This design comes from an exercise in tuning for small area, a short achievable clock period and few clock cycles per item on the open sky130 flow, not from production work. At most, simulation tests tie the RTL to the original design; equivalence was not proved.

==> job 1267 <==
==> flow/design.v (excerpt) <==
module ooo_core (
    input  wire logic        clk,
    input  wire logic        i_arst_n,
    input  wire logic        i_disp_valid,
    input  wire logic [2:0]  i_disp_op,
    input  wire logic [4:0]  i_disp_rdst,
    input  wire logic [31:0] i_disp_a,
    input  wire logic [31:0] i_disp_b,
    output logic             o_disp_ready,
    output logic             o_ret_valid,
    output logic [4:0]       o_ret_rdst,
    output logic [2:0]       o_ret_tag,
    output logic [31:0]      o_ret_data,
    input  wire logic        i_ret_ready
);
==> module ooo_core, before the edit <==
module ooo_core (
    input  wire logic        clk,
    input  wire logic        i_arst_n,
    input  wire logic        i_disp_valid,
    input  wire logic [2:0]  i_disp_op,
    input  wire logic [4:0]  i_disp_rdst,
    input  wire logic [31:0] i_disp_a,
    input  wire logic [31:0] i_disp_b,
    output logic             o_disp_ready,
    output logic             o_ret_valid,
    output logic [4:0]       o_ret_rdst,
    output logic [2:0]       o_ret_tag,
    output logic [31:0]      o_ret_data,
    input  wire logic        i_ret_ready
);
    function automatic logic [31:0] rev32(logic [31:0] v);
        for (int i = 0; i < 32; i++) rev32[i] = v[31-i];
    endfunction
    logic        en;
    logic        take;
    logic        is_mul, is_shift;
    logic [31:0] sum0, dif0;
    logic [31:0] a0;
    logic [15:0] one0, two0, neg0;
    logic [32:0] bx;
    assign is_mul   = (i_disp_op == 3'd7);
    assign is_shift = (i_disp_op == 3'd5) | (i_disp_op == 3'd6);
    assign sum0     = i_disp_a + i_disp_b;
    assign dif0     = i_disp_a - i_disp_b;
    always_comb begin
        case (i_disp_op)
            3'd0:       a0 = sum0;
            3'd1:       a0 = dif0;
            3'd2:       a0 = i_disp_a & i_disp_b;
            3'd3:       a0 = i_disp_a | i_disp_b;
            3'd4:       a0 = i_disp_a ^ i_disp_b;
            3'd6:       a0 = rev32(i_disp_a);
            default:    a0 = i_disp_a;
        endcase
    end
    assign bx = {i_disp_b, 1'b0};
    always_comb begin
        for (int j = 0; j < 16; j++) begin
            if (is_mul) begin
                one0[j] = bx[2*j+1] ^ bx[2*j];
                two0[j] = (bx[2*j+2] & ~bx[2*j+1] & ~bx[2*j]) | (~bx[2*j+2] & bx[2*j+1] & bx[2*j]);
                neg0[j] = bx[2*j+2];
            end else if (is_shift) begin
                one0[j] = (i_disp_b[4:1] == 4'(j)) & ~i_disp_b[0];
                two0[j] = (i_disp_b[4:1] == 4'(j)) & i_disp_b[0];
                neg0[j] = 1'b0;
            end else begin
                one0[j] = (j == 0);
                two0[j] = 1'b0;
                neg0[j] = 1'b0;
            end
        end
    end
    logic        v1;
    logic [31:0] a1;
    logic [15:0] one1, two1, neg1;
    logic [4:0]  rdst1;
    logic        rev1;
    always_ff @(posedge clk or negedge i_arst_n) begin
        if (!i_arst_n) v1 <= 1'b0;
        else if (en)   v1 <= i_disp_valid;
    end
    always_ff @(posedge clk) begin
        if (en) begin
            a1    <= a0;
            one1  <= one0;
            two1  <= two0;
            neg1  <= neg0;
            rdst1 <= i_disp_rdst;
            rev1  <= (i_disp_op == 3'd6);
        end
    end
    logic [rob_pkg::CS_BITS-1:0] cs1;
    mul_unit u_mul (
        .a      (a1),
        .i_one  (one1),
        .i_two  (two1),
        .i_neg  (neg1),
        .o_cs   (cs1)
    );
    logic        v2;
    logic [rob_pkg::CS_BITS-1:0] cs2;
    logic [4:0]  rdst2;
    logic        rev2;
    always_ff @(posedge clk or negedge i_arst_n) begin
        if (!i_arst_n) v2 <= 1'b0;
        else if (en)   v2 <= v1;
    end
    always_ff @(posedge clk) begin
        if (en) begin
            cs2   <= cs1;
            rdst2 <= rdst1;
            rev2  <= rev1;
        end
    end
    logic [31:0] sum2, res2;
    mul_final u_final (
        .i_cs  (cs2),
        .o_sum  (sum2)
    );
    assign res2 = rev2 ? rev32(sum2) : sum2;
    logic        out_v;
    logic [36:0] out_q;
    logic [2:0]  tag_q;
    assign take = out_v & i_ret_ready;
    assign en   = ~out_v | i_ret_ready;
    always_ff @(posedge clk or negedge i_arst_n) begin
        if (!i_arst_n) begin
            out_v <= 1'b0;
            tag_q <= 3'd0;
        end else begin
            if (take) tag_q <= tag_q + 3'd1;
            if (en)   out_v <= v2;
        end
    end
    always_ff @(posedge clk) begin
        if (en) out_q <= {rdst2, res2};
    end
    assign o_disp_ready = en;
    assign o_ret_valid  = out_v;
    assign o_ret_rdst   = out_q[36:32];
    assign o_ret_data   = out_q[31:0];
    assign o_ret_tag    = tag_q;
endmodule
clock: 6.5 ns
lec_check: 0
cap_margin: 20
core_margin: 2
core_utilization: 40
setup_slack_margin: 3.2
slew_margin: 20
run.sh (not shown) runs the stock make flow with config.mk's settings and CLKGATE_MAP_FILE= SYNTH_SCRIPT=/design/flow/synth_recipe.tcl, a recipe that flattens the netlist after the stock synthesis.
==> job 9330 (differences from job 1267) <==
--- a/flow/design.v
+++ b/flow/design.v
@@ -1220,6 +1220,6 @@
     logic        en;
     logic        take;
-    logic        is_mul, is_shift;
-    logic [31:0] sum0, dif0;
+    logic        is_mul, is_shift, is_sub;
+    logic [32:0] addsub;
     logic [31:0] a0;
     logic [15:0] one0, two0, neg0;
@@ -1227,10 +1227,9 @@
     assign is_mul   = (i_disp_op == 3'd7);
     assign is_shift = (i_disp_op == 3'd5) | (i_disp_op == 3'd6);
-    assign sum0     = i_disp_a + i_disp_b;
-    assign dif0     = i_disp_a - i_disp_b;
+    assign is_sub   = (i_disp_op == 3'd1);
+    assign addsub   = {i_disp_a, 1'b1} + {i_disp_b ^ {32{is_sub}}, is_sub};
     always_comb begin
         case (i_disp_op)
-            3'd0:       a0 = sum0;
-            3'd1:       a0 = dif0;
+            3'd0, 3'd1: a0 = addsub[32:1];
             3'd2:       a0 = i_disp_a & i_disp_b;
             3'd3:       a0 = i_disp_a | i_disp_b;
- SETUP_SLACK_MARGIN: 3.2 -> default
==> run notes <==
Job 1267 passed the timing, design-rule and antenna checks. Job 9330 completed with no timing, DRC or antenna violations.
In worst hold slack, job 9330 and job 1267 hardly differ.
Between job 1267 and job 9330, the lower cell count is in job 9330 (gap 11%, measured against job 9330).
Between job 9330 and job 1267, the lower synthesized cell count is in job 9330 (gap about 2.2%, measured against job 1267).
In job 1267 the worst setup slack is better than in job 9330, by 440 ps.
Function was not checked in any run of this note: the RTL went through the layout flow alone.

* * *

==> onyx <==
Another version of the RTL of ooo_core (not shown whole).
clock: 6.5 ns
lec_check: 0
cap_margin: 5
core_margin: 2
core_utilization: 40
setup_slack_margin: 3.1
slew_margin: 5
standard.sh (not shown) runs the stock make flow with config.mk's settings and CLKGATE_MAP_FILE= SYNTH_SCRIPT=/design/flow/synth_recipe.tcl, a recipe that flattens the netlist after the stock synthesis.
==> flow/flow/run.sh <==
#!/bin/bash
# The standard layout (standard.sh, unchanged ORFS steps), with one synthesis option:
# SYNTH_ARGS=-noabc skips the quick "abc -fast" inside Yosys's generic synth, so that
# extract_fa meets the carry-save adder tree as the RTL writes it and maps it onto
# full-adder cells without inverters between them. The main ABC mapping still runs.
# Registers and their names are the same as the standard synthesis's.
# Port buffers: every input and output port still gets its own buffer, but the smallest
# plain buffer rather than a delay buffer; the resizer upsizes the ones that need it.
# Clock tree: no dummy loads and larger sink clusters, for fewer clock cells.
set -euo pipefail
cd "$(dirname "${BASH_SOURCE[0]}")/.."
export SYNTH_ARGS="-noabc"
export BUFFER_PORTS_ARGS="-buffer_cell sky130_fd_sc_hd__buf_1"
export CTS_ARGS="-sink_clustering_enable -repair_clock_nets -dont_use_dummy_load -sink_clustering_size 20 -sink_clustering_max_diameter 100"
bash standard.sh > flow_standard.log 2>&1
==> willow: changes against onyx <==
--- a/flow/design.v
+++ b/flow/design.v
@@ -1256,81 +1256,84 @@
     wire fs59;
     wire fc60;
     wire fs61;
     wire fc62;
     wire fs63;
     wire fc64;
     assign fs1 = i_cs[24] ^ i_cs[25] ^ i_cs[26];
-    assign fc2 = (i_cs[24] ^ i_cs[25]) ? i_cs[26] : i_cs[24];
+    assign fc2 = (i_cs[24] & i_cs[25]) | (i_cs[24] & i_cs[26]) | (i_cs[25] & i_cs[26]);
     assign fs3 = i_cs[28] ^ i_cs[29];
     assign fc4 = i_cs[28] & i_cs[29];
     assign fs5 = i_cs[30] ^ i_cs[31];
     assign fc6 = i_cs[30] & i_cs[31];
     assign fs7 = i_cs[32] ^ i_cs[33];
     assign fc8 = i_cs[32] & i_cs[33];
     assign fs9 = i_cs[34] ^ i_cs[35];
     assign fc10 = i_cs[34] & i_cs[35];
     assign fs11 = i_cs[36] ^ i_cs[37] ^ i_cs[38];
-    assign fc12 = (i_cs[36] ^ i_cs[37]) ? i_cs[38] : i_cs[36];
+    assign fc12 = (i_cs[36] & i_cs[37]) | (i_cs[36] & i_cs[38]) | (i_cs[37] & i_cs[38]);
     assign fs13 = i_cs[39] ^ fc10;
     assign fc14 = i_cs[39] & fc10;
     assign fs15 = i_cs[40] ^ i_cs[41] ^ fc12;
-    assign fc16 = (i_cs[40] ^ i_cs[41]) ? fc12 : i_cs[40];
+    assign fc16 = (i_cs[40] & i_cs[41]) | (i_cs[40] & fc12) | (i_cs[41] & fc12);
     assign fs17 = i_cs[42] ^ i_cs[43] ^ i_cs[44];
-    assign fc18 = (i_cs[42] ^ i_cs[43]) ? i_cs[44] : i_cs[42];
+    assign fc18 = (i_cs[42] & i_cs[43]) | (i_cs[42] & i_cs[44]) | (i_cs[43] & i_cs[44]);
     assign fs19 = i_cs[45] ^ fs17;
     assign fc20 = i_cs[45] & fs17;
     assign fs21 = i_cs[46] ^ i_cs[47] ^ i_cs[48];
-    assign fc22 = (i_cs[46] ^ i_cs[47]) ? i_cs[48] : i_cs[46];
+    assign fc22 = (i_cs[46] & i_cs[47]) | (i_cs[46] & i_cs[48]) | (i_cs[47] & i_cs[48]);
     assign fs23 = i_cs[49] ^ fc18 ^ fs21;
-    assign fc24 = (i_cs[49] ^ fc18) ? fs21 : i_cs[49];
+    assign fc24 = (i_cs[49] & fc18) | (i_cs[49] & fs21) | (fc18 & fs21);
     assign fs25 = i_cs[50] ^ i_cs[51] ^ i_cs[52];
-    assign fc26 = (i_cs[50] ^ i_cs[51]) ? i_cs[52] : i_cs[50];
+    assign fc26 = (i_cs[50] & i_cs[51]) | (i_cs[50] & i_cs[52]) | (i_cs[51] & i_cs[52]);
     assign fs27 = i_cs[53] ^ fc22 ^ fs25;
-    assign fc28 = (i_cs[53] ^ fc22) ? fs25 : i_cs[53];
+    assign fc28 = (i_cs[53] & fc22) | (i_cs[53] & fs25) | (fc22 & fs25);
     assign fs29 = i_cs[54] ^ i_cs[55] ^ i_cs[56];
-    assign fc30 = (i_cs[54] ^ i_cs[55]) ? i_cs[56] : i_cs[54];
+    assign fc30 = (i_cs[54] & i_cs[55]) | (i_cs[54] & i_cs[56]) | (i_cs[55] & i_cs[56]);
     assign fs31 = i_cs[57] ^ fc26 ^ fs29;
-    assign fc32 = (i_cs[57] ^ fc26) ? fs29 : i_cs[57];
+    assign fc32 = (i_cs[57] & fc26) | (i_cs[57] & fs29) | (fc26 & fs29);
     assign fs33 = i_cs[58] ^ i_cs[59] ^ i_cs[60];
-    assign fc34 = (i_cs[58] ^ i_cs[59]) ? i_cs[60] : i_cs[58];
+    assign fc34 = (i_cs[58] & i_cs[59]) | (i_cs[58] & i_cs[60]) | (i_cs[59] & i_cs[60]);
     assign fs35 = i_cs[61] ^ fc30 ^ fs33;
-    assign fc36 = (i_cs[61] ^ fc30) ? fs33 : i_cs[61];
+    assign fc36 = (i_cs[61] & fc30) | (i_cs[61] & fs33) | (fc30 & fs33);
     assign fs37 = i_cs[62] ^ i_cs[63] ^ i_cs[64];
-    assign fc38 = (i_cs[62] ^ i_cs[63]) ? i_cs[64] : i_cs[62];
+    assign fc38 = (i_cs[62] & i_cs[63]) | (i_cs[62] & i_cs[64]) | (i_cs[63] & i_cs[64]);
     assign fs39 = i_cs[65] ^ fc34 ^ fs37;
-    assign fc40 = (i_cs[65] ^ fc34) ? fs37 : i_cs[65];
+    assign fc40 = (i_cs[65] & fc34) | (i_cs[65] & fs37) | (fc34 & fs37);
     assign fs41 = i_cs[66] ^ i_cs[67] ^ i_cs[68];
-    assign fc42 = (i_cs[66] ^ i_cs[67]) ? i_cs[68] : i_cs[66];
+    assign fc42 = (i_cs[66] & i_cs[67]) | (i_cs[66] & i_cs[68]) | (i_cs[67] & i_cs[68]);
     assign fs43 = i_cs[69] ^ fc38 ^ fs41;
-    assign fc44 = (i_cs[69] ^ fc38) ? fs41 : i_cs[69];
+    assign fc44 = (i_cs[69] & fc38) | (i_cs[69] & fs41) | (fc38 & fs41);
     assign fs45 = i_cs[70] ^ i_cs[71] ^ i_cs[72];
-    assign fc46 = (i_cs[70] ^ i_cs[71]) ? i_cs[72] : i_cs[70];
+    assign fc46 = (i_cs[70] & i_cs[71]) | (i_cs[70] & i_cs[72]) | (i_cs[71] & i_cs[72]);
     assign fs47 = i_cs[73] ^ fc42 ^ fs45;
-    assign fc48 = (i_cs[73] ^ fc42) ? fs45 : i_cs[73];
+    assign fc48 = (i_cs[73] & fc42) | (i_cs[73] & fs45) | (fc42 & fs45);
     assign fs49 = i_cs[74] ^ i_cs[75] ^ i_cs[76];
-    assign fc50 = (i_cs[74] ^ i_cs[75]) ? i_cs[76] : i_cs[74];
+    assign fc50 = (i_cs[74] & i_cs[75]) | (i_cs[74] & i_cs[76]) | (i_cs[75] & i_cs[76]);
     assign fs51 = i_cs[77] ^ fc46 ^ fs49;
-    assign fc52 = (i_cs[77] ^ fc46) ? fs49 : i_cs[77];
+    assign fc52 = (i_cs[77] & fc46) | (i_cs[77] & fs49) | (fc46 & fs49);
     assign fs53 = i_cs[78] ^ i_cs[79] ^ i_cs[80];
-    assign fc54 = (i_cs[78] ^ i_cs[79]) ? i_cs[80] : i_cs[78];
+    assign fc54 = (i_cs[78] & i_cs[79]) | (i_cs[78] & i_cs[80]) | (i_cs[79] & i_cs[80]);
     assign fs55 = i_cs[81] ^ fc50 ^ fs53;
-    assign fc56 = (i_cs[81] ^ fc50) ? fs53 : i_cs[81];
+    assign fc56 = (i_cs[81] & fc50) | (i_cs[81] & fs53) | (fc50 & fs53);
     assign fs57 = i_cs[82] ^ i_cs[83] ^ i_cs[84];
-    assign fc58 = (i_cs[82] ^ i_cs[83]) ? i_cs[84] : i_cs[82];
+    assign fc58 = (i_cs[82] & i_cs[83]) | (i_cs[82] & i_cs[84]) | (i_cs[83] & i_cs[84]);
     assign fs59 = i_cs[85] ^ fc54 ^ fs57;
-    assign fc60 = (i_cs[85] ^ fc54) ? fs57 : i_cs[85];
+    assign fc60 = (i_cs[85] & fc54) | (i_cs[85] & fs57) | (fc54 & fs57);
     assign fs61 = i_cs[86] ^ i_cs[87] ^ i_cs[88];
-    assign fc62 = (i_cs[86] ^ i_cs[87]) ? i_cs[88] : i_cs[86];
+    assign fc62 = (i_cs[86] & i_cs[87]) | (i_cs[86] & i_cs[88]) | (i_cs[87] & i_cs[88]);
     assign fs63 = i_cs[89] ^ fc58 ^ fs61;
-    assign fc64 = (i_cs[89] ^ fc58) ? fs61 : i_cs[89];
+    assign fc64 = (i_cs[89] & fc58) | (i_cs[89] & fs61) | (fc58 & fs61);
     wire [31:0] fx, fy;
     assign fx = {i_cs[90] ^ i_cs[91] ^ i_cs[92] ^ i_cs[93] ^ i_cs[94] ^ i_cs[95] ^ i_cs[96] ^ fc62 ^ fc64, fc60, fc56, fc52, fc48, fc44, fc40, fc36, fc32, fc28, fc24, fc20, fs19, fc14, fs11, fc8, fc6, fc4, fs3, i_cs[27], i_cs[22], i_cs[20], i_cs[18], i_cs[16], i_cs[14], i_cs[12], i_cs[10], i_cs[8], i_cs[6], i_cs[4], i_cs[2], i_cs[0]};
     assign fy = {1'b0, fs63, fs59, fs55, fs51, fs47, fs43, fs39, fs35, fs31, fs27, fs23, fc16, fs15, fs13, fs9, fs7, fs5, fc2, fs1, i_cs[23], i_cs[21], i_cs[19], i_cs[17], i_cs[15], i_cs[13], i_cs[11], i_cs[9], i_cs[7], i_cs[5], i_cs[3], i_cs[1]};
-    assign o_sum = fx + fy;
+    wire [19:0] lo = fx[18:0] + fy[18:0];
+    wire [12:0] hi0 = fx[31:19] + fy[31:19];
+    wire [12:0] hi1 = fx[31:19] + fy[31:19] + 1'b1;
+    assign o_sum = {lo[19] ? hi1 : hi0, lo[18:0]};
 endmodule
 `default_nettype wire
 `timescale 1ns/1ps
 `default_nettype none
 module ooo_core (
     input  wire logic        clk,
     input  wire logic        i_arst_n,
==> flow/flow/run.sh (replaced) <==
#!/bin/bash
# The standard layout (standard.sh, unchanged ORFS steps), with one synthesis option:
# SYNTH_ARGS=-noabc skips the quick "abc -fast" inside Yosys's generic synth, so that
# extract_fa meets the carry-save adder tree as the RTL writes it and maps it onto
# full-adder cells without inverters between them. The main ABC mapping still runs.
# Registers and their names are the same as the standard synthesis's.
# Port buffers: every input and output port still gets its own buffer, but the smallest
# plain buffer rather than a delay buffer; the resizer upsizes the ones that need it.
# Clock tree: no dummy loads, for fewer clock cells.
set -euo pipefail
cd "$(dirname "${BASH_SOURCE[0]}")/.."
export SYNTH_ARGS="-noabc"
export BUFFER_PORTS_ARGS="-buffer_cell sky130_fd_sc_hd__buf_1"
export CTS_ARGS="-sink_clustering_enable -repair_clock_nets -dont_use_dummy_load"
bash standard.sh > flow_standard.log 2>&1
CAP_MARGIN = 20   (was 5)
SLEW_MARGIN = 20   (was 5)
==> harbor: changes against onyx <==
CAP_MARGIN = 20   (was 5)
SETUP_SLACK_MARGIN = 3.25   (was 3.1)
SLEW_MARGIN = 20   (was 5)
==> delta: changes against onyx <==
--- a/flow/design.v
+++ b/flow/design.v
@@ -1256,77 +1256,77 @@
     wire fs59;
     wire fc60;
     wire fs61;
     wire fc62;
     wire fs63;
     wire fc64;
     assign fs1 = i_cs[24] ^ i_cs[25] ^ i_cs[26];
-    assign fc2 = (i_cs[24] ^ i_cs[25]) ? i_cs[26] : i_cs[24];
+    assign fc2 = (i_cs[24] & i_cs[25]) | (i_cs[24] & i_cs[26]) | (i_cs[25] & i_cs[26]);
     assign fs3 = i_cs[28] ^ i_cs[29];
     assign fc4 = i_cs[28] & i_cs[29];
     assign fs5 = i_cs[30] ^ i_cs[31];
     assign fc6 = i_cs[30] & i_cs[31];
     assign fs7 = i_cs[32] ^ i_cs[33];
     assign fc8 = i_cs[32] & i_cs[33];
     assign fs9 = i_cs[34] ^ i_cs[35];
     assign fc10 = i_cs[34] & i_cs[35];
     assign fs11 = i_cs[36] ^ i_cs[37] ^ i_cs[38];
-    assign fc12 = (i_cs[36] ^ i_cs[37]) ? i_cs[38] : i_cs[36];
+    assign fc12 = (i_cs[36] & i_cs[37]) | (i_cs[36] & i_cs[38]) | (i_cs[37] & i_cs[38]);
     assign fs13 = i_cs[39] ^ fc10;
     assign fc14 = i_cs[39] & fc10;
     assign fs15 = i_cs[40] ^ i_cs[41] ^ fc12;
-    assign fc16 = (i_cs[40] ^ i_cs[41]) ? fc12 : i_cs[40];
+    assign fc16 = (i_cs[40] & i_cs[41]) | (i_cs[40] & fc12) | (i_cs[41] & fc12);
     assign fs17 = i_cs[42] ^ i_cs[43] ^ i_cs[44];
-    assign fc18 = (i_cs[42] ^ i_cs[43]) ? i_cs[44] : i_cs[42];
+    assign fc18 = (i_cs[42] & i_cs[43]) | (i_cs[42] & i_cs[44]) | (i_cs[43] & i_cs[44]);
     assign fs19 = i_cs[45] ^ fs17;
     assign fc20 = i_cs[45] & fs17;
     assign fs21 = i_cs[46] ^ i_cs[47] ^ i_cs[48];
-    assign fc22 = (i_cs[46] ^ i_cs[47]) ? i_cs[48] : i_cs[46];
+    assign fc22 = (i_cs[46] & i_cs[47]) | (i_cs[46] & i_cs[48]) | (i_cs[47] & i_cs[48]);
     assign fs23 = i_cs[49] ^ fc18 ^ fs21;
-    assign fc24 = (i_cs[49] ^ fc18) ? fs21 : i_cs[49];
+    assign fc24 = (i_cs[49] & fc18) | (i_cs[49] & fs21) | (fc18 & fs21);
     assign fs25 = i_cs[50] ^ i_cs[51] ^ i_cs[52];
-    assign fc26 = (i_cs[50] ^ i_cs[51]) ? i_cs[52] : i_cs[50];
+    assign fc26 = (i_cs[50] & i_cs[51]) | (i_cs[50] & i_cs[52]) | (i_cs[51] & i_cs[52]);
     assign fs27 = i_cs[53] ^ fc22 ^ fs25;
-    assign fc28 = (i_cs[53] ^ fc22) ? fs25 : i_cs[53];
+    assign fc28 = (i_cs[53] & fc22) | (i_cs[53] & fs25) | (fc22 & fs25);
     assign fs29 = i_cs[54] ^ i_cs[55] ^ i_cs[56];
-    assign fc30 = (i_cs[54] ^ i_cs[55]) ? i_cs[56] : i_cs[54];
+    assign fc30 = (i_cs[54] & i_cs[55]) | (i_cs[54] & i_cs[56]) | (i_cs[55] & i_cs[56]);
     assign fs31 = i_cs[57] ^ fc26 ^ fs29;
-    assign fc32 = (i_cs[57] ^ fc26) ? fs29 : i_cs[57];
+    assign fc32 = (i_cs[57] & fc26) | (i_cs[57] & fs29) | (fc26 & fs29);
     assign fs33 = i_cs[58] ^ i_cs[59] ^ i_cs[60];
-    assign fc34 = (i_cs[58] ^ i_cs[59]) ? i_cs[60] : i_cs[58];
+    assign fc34 = (i_cs[58] & i_cs[59]) | (i_cs[58] & i_cs[60]) | (i_cs[59] & i_cs[60]);
     assign fs35 = i_cs[61] ^ fc30 ^ fs33;
-    assign fc36 = (i_cs[61] ^ fc30) ? fs33 : i_cs[61];
+    assign fc36 = (i_cs[61] & fc30) | (i_cs[61] & fs33) | (fc30 & fs33);
     assign fs37 = i_cs[62] ^ i_cs[63] ^ i_cs[64];
-    assign fc38 = (i_cs[62] ^ i_cs[63]) ? i_cs[64] : i_cs[62];
+    assign fc38 = (i_cs[62] & i_cs[63]) | (i_cs[62] & i_cs[64]) | (i_cs[63] & i_cs[64]);
     assign fs39 = i_cs[65] ^ fc34 ^ fs37;
-    assign fc40 = (i_cs[65] ^ fc34) ? fs37 : i_cs[65];
+    assign fc40 = (i_cs[65] & fc34) | (i_cs[65] & fs37) | (fc34 & fs37);
     assign fs41 = i_cs[66] ^ i_cs[67] ^ i_cs[68];
-    assign fc42 = (i_cs[66] ^ i_cs[67]) ? i_cs[68] : i_cs[66];
+    assign fc42 = (i_cs[66] & i_cs[67]) | (i_cs[66] & i_cs[68]) | (i_cs[67] & i_cs[68]);
     assign fs43 = i_cs[69] ^ fc38 ^ fs41;
-    assign fc44 = (i_cs[69] ^ fc38) ? fs41 : i_cs[69];
+    assign fc44 = (i_cs[69] & fc38) | (i_cs[69] & fs41) | (fc38 & fs41);
     assign fs45 = i_cs[70] ^ i_cs[71] ^ i_cs[72];
-    assign fc46 = (i_cs[70] ^ i_cs[71]) ? i_cs[72] : i_cs[70];
+    assign fc46 = (i_cs[70] & i_cs[71]) | (i_cs[70] & i_cs[72]) | (i_cs[71] & i_cs[72]);
     assign fs47 = i_cs[73] ^ fc42 ^ fs45;
-    assign fc48 = (i_cs[73] ^ fc42) ? fs45 : i_cs[73];
+    assign fc48 = (i_cs[73] & fc42) | (i_cs[73] & fs45) | (fc42 & fs45);
     assign fs49 = i_cs[74] ^ i_cs[75] ^ i_cs[76];
-    assign fc50 = (i_cs[74] ^ i_cs[75]) ? i_cs[76] : i_cs[74];
+    assign fc50 = (i_cs[74] & i_cs[75]) | (i_cs[74] & i_cs[76]) | (i_cs[75] & i_cs[76]);
     assign fs51 = i_cs[77] ^ fc46 ^ fs49;
-    assign fc52 = (i_cs[77] ^ fc46) ? fs49 : i_cs[77];
+    assign fc52 = (i_cs[77] & fc46) | (i_cs[77] & fs49) | (fc46 & fs49);
     assign fs53 = i_cs[78] ^ i_cs[79] ^ i_cs[80];
-    assign fc54 = (i_cs[78] ^ i_cs[79]) ? i_cs[80] : i_cs[78];
+    assign fc54 = (i_cs[78] & i_cs[79]) | (i_cs[78] & i_cs[80]) | (i_cs[79] & i_cs[80]);
     assign fs55 = i_cs[81] ^ fc50 ^ fs53;
-    assign fc56 = (i_cs[81] ^ fc50) ? fs53 : i_cs[81];
+    assign fc56 = (i_cs[81] & fc50) | (i_cs[81] & fs53) | (fc50 & fs53);
     assign fs57 = i_cs[82] ^ i_cs[83] ^ i_cs[84];
-    assign fc58 = (i_cs[82] ^ i_cs[83]) ? i_cs[84] : i_cs[82];
+    assign fc58 = (i_cs[82] & i_cs[83]) | (i_cs[82] & i_cs[84]) | (i_cs[83] & i_cs[84]);
     assign fs59 = i_cs[85] ^ fc54 ^ fs57;
-    assign fc60 = (i_cs[85] ^ fc54) ? fs57 : i_cs[85];
+    assign fc60 = (i_cs[85] & fc54) | (i_cs[85] & fs57) | (fc54 & fs57);
     assign fs61 = i_cs[86] ^ i_cs[87] ^ i_cs[88];
-    assign fc62 = (i_cs[86] ^ i_cs[87]) ? i_cs[88] : i_cs[86];
+    assign fc62 = (i_cs[86] & i_cs[87]) | (i_cs[86] & i_cs[88]) | (i_cs[87] & i_cs[88]);
     assign fs63 = i_cs[89] ^ fc58 ^ fs61;
-    assign fc64 = (i_cs[89] ^ fc58) ? fs61 : i_cs[89];
+    assign fc64 = (i_cs[89] & fc58) | (i_cs[89] & fs61) | (fc58 & fs61);
     wire [31:0] fx, fy;
     assign fx = {i_cs[90] ^ i_cs[91] ^ i_cs[92] ^ i_cs[93] ^ i_cs[94] ^ i_cs[95] ^ i_cs[96] ^ fc62 ^ fc64, fc60, fc56, fc52, fc48, fc44, fc40, fc36, fc32, fc28, fc24, fc20, fs19, fc14, fs11, fc8, fc6, fc4, fs3, i_cs[27], i_cs[22], i_cs[20], i_cs[18], i_cs[16], i_cs[14], i_cs[12], i_cs[10], i_cs[8], i_cs[6], i_cs[4], i_cs[2], i_cs[0]};
     assign fy = {1'b0, fs63, fs59, fs55, fs51, fs47, fs43, fs39, fs35, fs31, fs27, fs23, fc16, fs15, fs13, fs9, fs7, fs5, fc2, fs1, i_cs[23], i_cs[21], i_cs[19], i_cs[17], i_cs[15], i_cs[13], i_cs[11], i_cs[9], i_cs[7], i_cs[5], i_cs[3], i_cs[1]};
     assign o_sum = fx + fy;
 endmodule
 `default_nettype wire
 `timescale 1ns/1ps
==> flow/flow/run.sh (replaced) <==
#!/bin/bash
# The standard layout (standard.sh, unchanged ORFS steps), with one synthesis option:
# SYNTH_ARGS=-noabc skips the quick "abc -fast" inside Yosys's generic synth, so that
# extract_fa meets the carry-save adder tree as the RTL writes it and maps it onto
# full-adder cells without inverters between them. The main ABC mapping still runs.
# Registers and their names are the same as the standard synthesis's.
# Port buffers: every input and output port still gets its own buffer, but the smallest
# plain buffer rather than a delay buffer; the resizer upsizes the ones that need it.
# Clock tree: no dummy loads (and, here, larger sink clusters), for fewer clock cells.
set -euo pipefail
cd "$(dirname "${BASH_SOURCE[0]}")/.."
export SYNTH_ARGS="-noabc"
export BUFFER_PORTS_ARGS="-buffer_cell sky130_fd_sc_hd__buf_1"
export CTS_ARGS="-sink_clustering_enable -repair_clock_nets -dont_use_dummy_load -sink_clustering_size 30 -sink_clustering_max_diameter 150"
bash standard.sh > flow_standard.log 2>&1
CAP_MARGIN = 20   (was 5)
SLEW_MARGIN = 20   (was 5)
==> run notes <==
quantity	delta	willow	onyx	harbor
Wire length of the first global-routing pass	108 mm	110 mm	108 mm	114 mm
Syn_area_per_cell	11.3 sq um	11.4 sq um	11.3 sq um	11.3 sq um
Die outline area	59,700 sq um	60,200 sq um	60,900 sq um	60,900 sq um
Critical path launch point	cs2[52]	cs2[46]	one1[6]	a1[1]
Highest routed metal layer	met5	met4	met5	met4
Required time of the critical path	6730 ps	6790 ps	6760 ps	6750 ps
Worst Reg-to-Reg Cells	10	10	8	7
Fraction of synthesized area in multiplexers	1.70%	2.26%	3.24%	3.24%
Final Critical Period	3490 ps	3540 ps	3410 ps	3260 ps
Outcome	timing/DRC/antenna clean	timing/DRC/antenna clean	timing/DRC/antenna clean	timing/DRC/antenna clean
Number of search-and-repair iterations in the first detailed-routing pass	7	8	9	6
Worst path most repeated cell	-	fa_1	fa_1	fa_1
Die width	244 microns	245 microns	247 microns	247 microns
Nets	2,582	2,585	2,592	2,606
Post-detailed-routing wire length	72.2 mm	72.8 mm	71.7 mm	75.7 mm
Setup slack of the worst register-to-register path	3010 ps	2960 ps	3090 ps	3240 ps
Worst-path clk slew	100 ps	50 ps	90 ps	90 ps
Testbench counts of onyx, summed over its fixed seeds: cycles 9,148, items 8,000.
Testbench counts of harbor, summed over its fixed seeds: cycles 9,148, items 8,000.
Testbench counts of delta, summed over its fixed seeds: cycles 9,148, items 8,000.
Only the layout flow was run in willow; the RTL was not checked for function there.

-- afterwards: timing with drivers on the ports --
How much do the figures lean on ideal ports? The routed layouts below were timed once more, with nothing changed but the port constraints.
Step 1 assumes that a clkbuf_16 drives the clock port and a buf_2 every other input.
Step 2 times the ports against the registers' clock, not the clock port: input delays grow and output delays shrink by t, the midpoint of the rising clock arrivals with the driver on.
Slacks: ideal / step 1 / step 2; pairs: ideal / step 1.
run | t, ns | setup slack, ns | clock arrival spread, ns
job 1267 | 0.637 | 2.182 / 2.164 / 1.527 | 0.014 / 0.014
job 9330 | 0.627 | 1.744 / 1.776 / 1.149 | 0.022 / 0.022
onyx | 0.581 | 3.094 / 3.094 / 2.668 | 0.054 / 0.054
willow | 0.621 | 2.956 / 2.956 / 2.886 | 0.028 / 0.028
harbor | 0.574 | 3.239 / 3.239 / 2.921 | 0.052 / 0.051
delta | 0.539 | 3.011 / 3.011 / 2.829 | 0.041 / 0.040
After both steps every run listed still meets setup and hold. The setup slack of job 1267, which loses most, moves by -0.018 ns with the drivers and by -0.655 ns with both steps.
